Source: an optimization exercise on an open RTL-to-GDS flow (aim: a short achievable clock period and few clock cycles). Production flows keep margins and buffers that such runs may drop. In this exercise RTL edits were held to simulation tests only and were not proved equivalent to the original. Power is estimated from default activity; no workload was simulated.

==> flow/design.v <==
module mips_multicycle_core #(
  parameter int unsigned ADDR_W   = 10,
  parameter logic [31:0] RESET_PC = 32'h0000_0000,
  parameter int unsigned CNT_W    = 32
) (
  input  logic              clk,
  input  logic              rst,
  output logic              mem_req,
  output logic              mem_we,
  output logic [ADDR_W-1:0] mem_addr,
  output logic [31:0]       mem_wdata,
  input  logic [31:0]       mem_rdata,
  input  logic              mem_ready,
  input  logic [4:0]        dbg_reg_addr,
  output logic [31:0]       dbg_reg_data,
  output logic [31:0]       pc_out,
  output logic              halted,
  output logic [CNT_W-1:0]  instr_count
);
  localparam bit EXT_OPS = 1'b0;
  localparam logic [5:0] OP_RTYPE = 6'h00, OP_J   = 6'h02, OP_BEQ = 6'h04, OP_BNE = 6'h05;
  localparam logic [5:0] OP_ADDI  = 6'h08, OP_ORI = 6'h0D, OP_LW  = 6'h23, OP_SW  = 6'h2B;
  localparam logic [5:0] FN_ADD = 6'h20, FN_SUB = 6'h22, FN_AND = 6'h24;
  localparam logic [5:0] FN_OR  = 6'h25, FN_NOR = 6'h27, FN_SLT = 6'h2A;
  logic [31:0]      pc, ir;
  logic             ir_valid, halt_q;
  logic [31:0]      rf [32];
  logic [CNT_W-1:0] cnt;
  logic [5:0]  opcode, funct;
  logic [4:0]  rs, rt, rd;
  logic [31:0] imm_sext, imm_zext, a, b;
  logic        is_r, is_addi, is_ori, is_lw, is_sw, is_beq, is_bne, is_j, legal;
  assign opcode   = ir[31:26];
  assign rs       = ir[25:21];
  assign rt       = ir[20:16];
  assign rd       = ir[15:11];
  assign funct    = ir[5:0];
  assign imm_sext = {{16{ir[15]}}, ir[15:0]};
  assign imm_zext = {16'h0000, ir[15:0]};
  function automatic logic funct_legal(input logic [5:0] f);
    case (f)
      FN_ADD, FN_SUB, FN_AND, FN_OR, FN_SLT: funct_legal = 1'b1;
      FN_NOR:  funct_legal = EXT_OPS;
      default: funct_legal = 1'b0;
    endcase
  endfunction
  assign is_r    = (opcode == OP_RTYPE) && funct_legal(funct);
  assign is_addi = (opcode == OP_ADDI);
  assign is_ori  = EXT_OPS && (opcode == OP_ORI);
  assign is_lw   = (opcode == OP_LW);
  assign is_sw   = (opcode == OP_SW);
  assign is_beq  = (opcode == OP_BEQ);
  assign is_bne  = EXT_OPS && (opcode == OP_BNE);
  assign is_j    = (opcode == OP_J);
  assign legal   = is_r | is_addi | is_ori | is_lw | is_sw | is_beq | is_bne | is_j;
  assign a = rf[rs];
  assign b = rf[rt];
  logic [31:0] alu_r, imm_r, ea, wb_data;
  logic [4:0]  wb_addr;
  logic        wb_en, taken;
  always_comb begin
    case (funct)
      FN_SUB:  alu_r = a - b;
      FN_AND:  alu_r = a & b;
      FN_OR:   alu_r = a | b;
      FN_NOR:  alu_r = ~(a | b);
      FN_SLT:  alu_r = {31'b0, $signed(a) < $signed(b)};
      default: alu_r = a + b;
    endcase
  end
  assign ea    = a + imm_sext;
  assign imm_r = is_ori ? (a | imm_zext) : ea;
  assign taken = is_bne ? (a != b) : (a == b);
  logic [31:0] br_tgt, j_tgt, fetch_pc;
  logic        exec, is_mem, adv;
  assign exec   = ir_valid && !halt_q && legal;
  assign is_mem = is_lw | is_sw;
  assign br_tgt = pc + {imm_sext[29:0], 2'b00};
  assign j_tgt  = {pc[31:28], ir[25:0], 2'b00};
  always_comb begin
    fetch_pc = pc;
    if (ir_valid) begin
      if ((is_beq | is_bne) && taken) fetch_pc = br_tgt;
      if (is_j)                       fetch_pc = j_tgt;
    end
  end
  assign mem_req   = !halt_q && !(ir_valid && !legal);
  assign mem_we    = ir_valid && is_sw;
  assign mem_addr  = (ir_valid && is_mem) ? ea[ADDR_W+1:2] : fetch_pc[ADDR_W+1:2];
  assign mem_wdata = b;
  assign adv       = mem_req && mem_ready;
  always_comb begin
    wb_en   = 1'b0;
    wb_addr = rt;
    wb_data = imm_r;
    if (is_r) begin
      wb_en   = 1'b1;
      wb_addr = rd;
      wb_data = alu_r;
    end else if (is_addi | is_ori) begin
      wb_en = 1'b1;
    end else if (is_lw) begin
      wb_en   = 1'b1;
      wb_data = mem_rdata;
    end
  end
  localparam int CI_W = 5;                     
  localparam int CT_W = ADDR_W - CI_W;         
  logic [31:0]     c_data [2**CI_W];
  logic [CT_W-1:0] c_tag  [2**CI_W];
  logic [2**CI_W-1:0] c_val;
  logic [ADDR_W-1:0] pc_w, ea_w, fill_w;
  logic              c_hit, use_c, fill, st_hit;
  assign pc_w   = pc[ADDR_W+1:2];
  assign ea_w   = ea[ADDR_W+1:2];
  assign fill_w = fetch_pc[ADDR_W+1:2];
  assign c_hit  = c_val[pc_w[CI_W-1:0]] && c_tag[pc_w[CI_W-1:0]] == pc_w[ADDR_W-1:CI_W]
                  && !(is_sw && ea_w == pc_w);
  assign use_c  = exec && is_mem && c_hit;
  assign fill   = adv && !(exec && is_mem);
  assign st_hit = c_val[ea_w[CI_W-1:0]] && c_tag[ea_w[CI_W-1:0]] == ea_w[ADDR_W-1:CI_W];
  always_ff @(posedge clk) begin
    if (rst) begin
      c_val <= '0;
    end else if (fill) begin
      c_val[fill_w[CI_W-1:0]] <= 1'b1;
    end
  end
  always_ff @(posedge clk) begin
    if (fill) begin
      c_data[fill_w[CI_W-1:0]] <= mem_rdata;
      c_tag[fill_w[CI_W-1:0]]  <= fill_w[ADDR_W-1:CI_W];
    end else if (adv && exec && is_sw && st_hit) begin
      c_data[ea_w[CI_W-1:0]] <= b;
    end
  end
  always_ff @(posedge clk) begin
    if (rst) begin
      pc       <= RESET_PC;
      ir       <= '0;
      ir_valid <= 1'b0;
      halt_q   <= 1'b0;
      cnt      <= '0;
      for (int i = 0; i < 32; i++) rf[i] <= '0;
    end else begin
      if (ir_valid && !legal) halt_q <= 1'b1;
      if (adv) begin
        if (exec && wb_en && wb_addr != 5'd0) rf[wb_addr] <= wb_data;
        if (exec) cnt <= cnt + CNT_W'(1);
        if (use_c) begin
          ir <= c_data[pc_w[CI_W-1:0]];
          pc <= pc + 32'd4;
        end else if (exec && is_mem) begin
          ir_valid <= 1'b0;
        end else begin
          ir       <= mem_rdata;
          ir_valid <= 1'b1;
          pc       <= fetch_pc + 32'd4;
        end
      end
    end
  end
  assign dbg_reg_data = (dbg_reg_addr == 5'd0) ? 32'd0 : rf[dbg_reg_addr];
  assign pc_out       = pc;
  assign halted       = halt_q || (ir_valid && !legal);
  assign instr_count  = cnt;
endmodule
clock: 10.0 ns
lec_check: 0
abc_clock_period_in_ps: 5000
cap_margin: 20
core_margin: 2
core_utilization: 40
setup_slack_margin: 3
slew_margin: 20
tns_end_percent: 10
run.sh (not shown) runs the stock make flow with config.mk's settings and CLKGATE_MAP_FILE= SYNTH_SCRIPT=/design/flow/synth_recipe.tcl, a recipe that flattens the netlist after the stock synthesis.
Testbench counts at the start, summed over its fixed seeds: cycles 76,171.
Then changed:
--- a/flow/design.v
+++ b/flow/design.v
@@ -101,42 +101,12 @@
       wb_en = 1'b1;
     end else if (is_lw) begin
       wb_en   = 1'b1;
       wb_data = mem_rdata;
     end
   end
-  localparam int CI_W = 5;                     
-  localparam int CT_W = ADDR_W - CI_W;         
-  logic [31:0]     c_data [2**CI_W];
-  logic [CT_W-1:0] c_tag  [2**CI_W];
-  logic [2**CI_W-1:0] c_val;
-  logic [ADDR_W-1:0] pc_w, ea_w, fill_w;
-  logic              c_hit, use_c, fill, st_hit;
-  assign pc_w   = pc[ADDR_W+1:2];
-  assign ea_w   = ea[ADDR_W+1:2];
-  assign fill_w = fetch_pc[ADDR_W+1:2];
-  assign c_hit  = c_val[pc_w[CI_W-1:0]] && c_tag[pc_w[CI_W-1:0]] == pc_w[ADDR_W-1:CI_W]
-                  && !(is_sw && ea_w == pc_w);
-  assign use_c  = exec && is_mem && c_hit;
-  assign fill   = adv && !(exec && is_mem);
-  assign st_hit = c_val[ea_w[CI_W-1:0]] && c_tag[ea_w[CI_W-1:0]] == ea_w[ADDR_W-1:CI_W];
-  always_ff @(posedge clk) begin
-    if (rst) begin
-      c_val <= '0;
-    end else if (fill) begin
-      c_val[fill_w[CI_W-1:0]] <= 1'b1;
-    end
-  end
-  always_ff @(posedge clk) begin
-    if (fill) begin
-      c_data[fill_w[CI_W-1:0]] <= mem_rdata;
-      c_tag[fill_w[CI_W-1:0]]  <= fill_w[ADDR_W-1:CI_W];
-    end else if (adv && exec && is_sw && st_hit) begin
-      c_data[ea_w[CI_W-1:0]] <= b;
-    end
-  end
   always_ff @(posedge clk) begin
     if (rst) begin
       pc       <= RESET_PC;
       ir       <= '0;
       ir_valid <= 1'b0;
       halt_q   <= 1'b0;
@@ -144,16 +114,13 @@
       for (int i = 0; i < 32; i++) rf[i] <= '0;
     end else begin
       if (ir_valid && !legal) halt_q <= 1'b1;
       if (adv) begin
         if (exec && wb_en && wb_addr != 5'd0) rf[wb_addr] <= wb_data;
         if (exec) cnt <= cnt + CNT_W'(1);
-        if (use_c) begin
-          ir <= c_data[pc_w[CI_W-1:0]];
-          pc <= pc + 32'd4;
-        end else if (exec && is_mem) begin
+        if (exec && is_mem) begin
           ir_valid <= 1'b0;
         end else begin
           ir       <= mem_rdata;
           ir_valid <= 1'b1;
           pc       <= fetch_pc + 32'd4;
         end
The new run finished clean.
First-iteration DRC count goes down by 33%.
Sequential share of layout area is lower by 9.2 points.
Wire length falls by 34%.
Maximum frequency rises by 12%.
Final area went down by 41%.
Clock power shrinks by 52%.
Combinational power shrinks by 30%.
Non-clock buffer count is lower by 266.
Testbench counts after the change, summed over its fixed seeds: cycles 91,636.

==> separate check: timing with driven ports <==
The results above use ideal ports. As a check the final layouts listed here were re-extracted and re-timed, cells and wires unchanged.
Step 1, drivers: a clkbuf_16 drives clk and a buf_2 each remaining input, both assumed.
Step 2 times the ports against the registers' clock, not the clock port: input delays grow and output delays shrink by t, the midpoint of the rising clock arrivals with the driver on.
Slacks: ideal / step 1 / step 2; pairs: ideal / step 1.
run	shift t [ns]	slack for setup (ns)	worst setup path at the end	slew at the worst register clock pin (ns)
the first run	0.998	1.895 / 1.800 / 2.246	register to register	0.07 / 0.07
the second run	0.877	2.732 / 2.646 / 2.725	input to output	0.08 / 0.08
After both steps setup and hold are still met in every run listed. For the second run, which loses most, drivers alone change the setup slack by -0.086 ns; drivers and shift together by -0.007 ns.
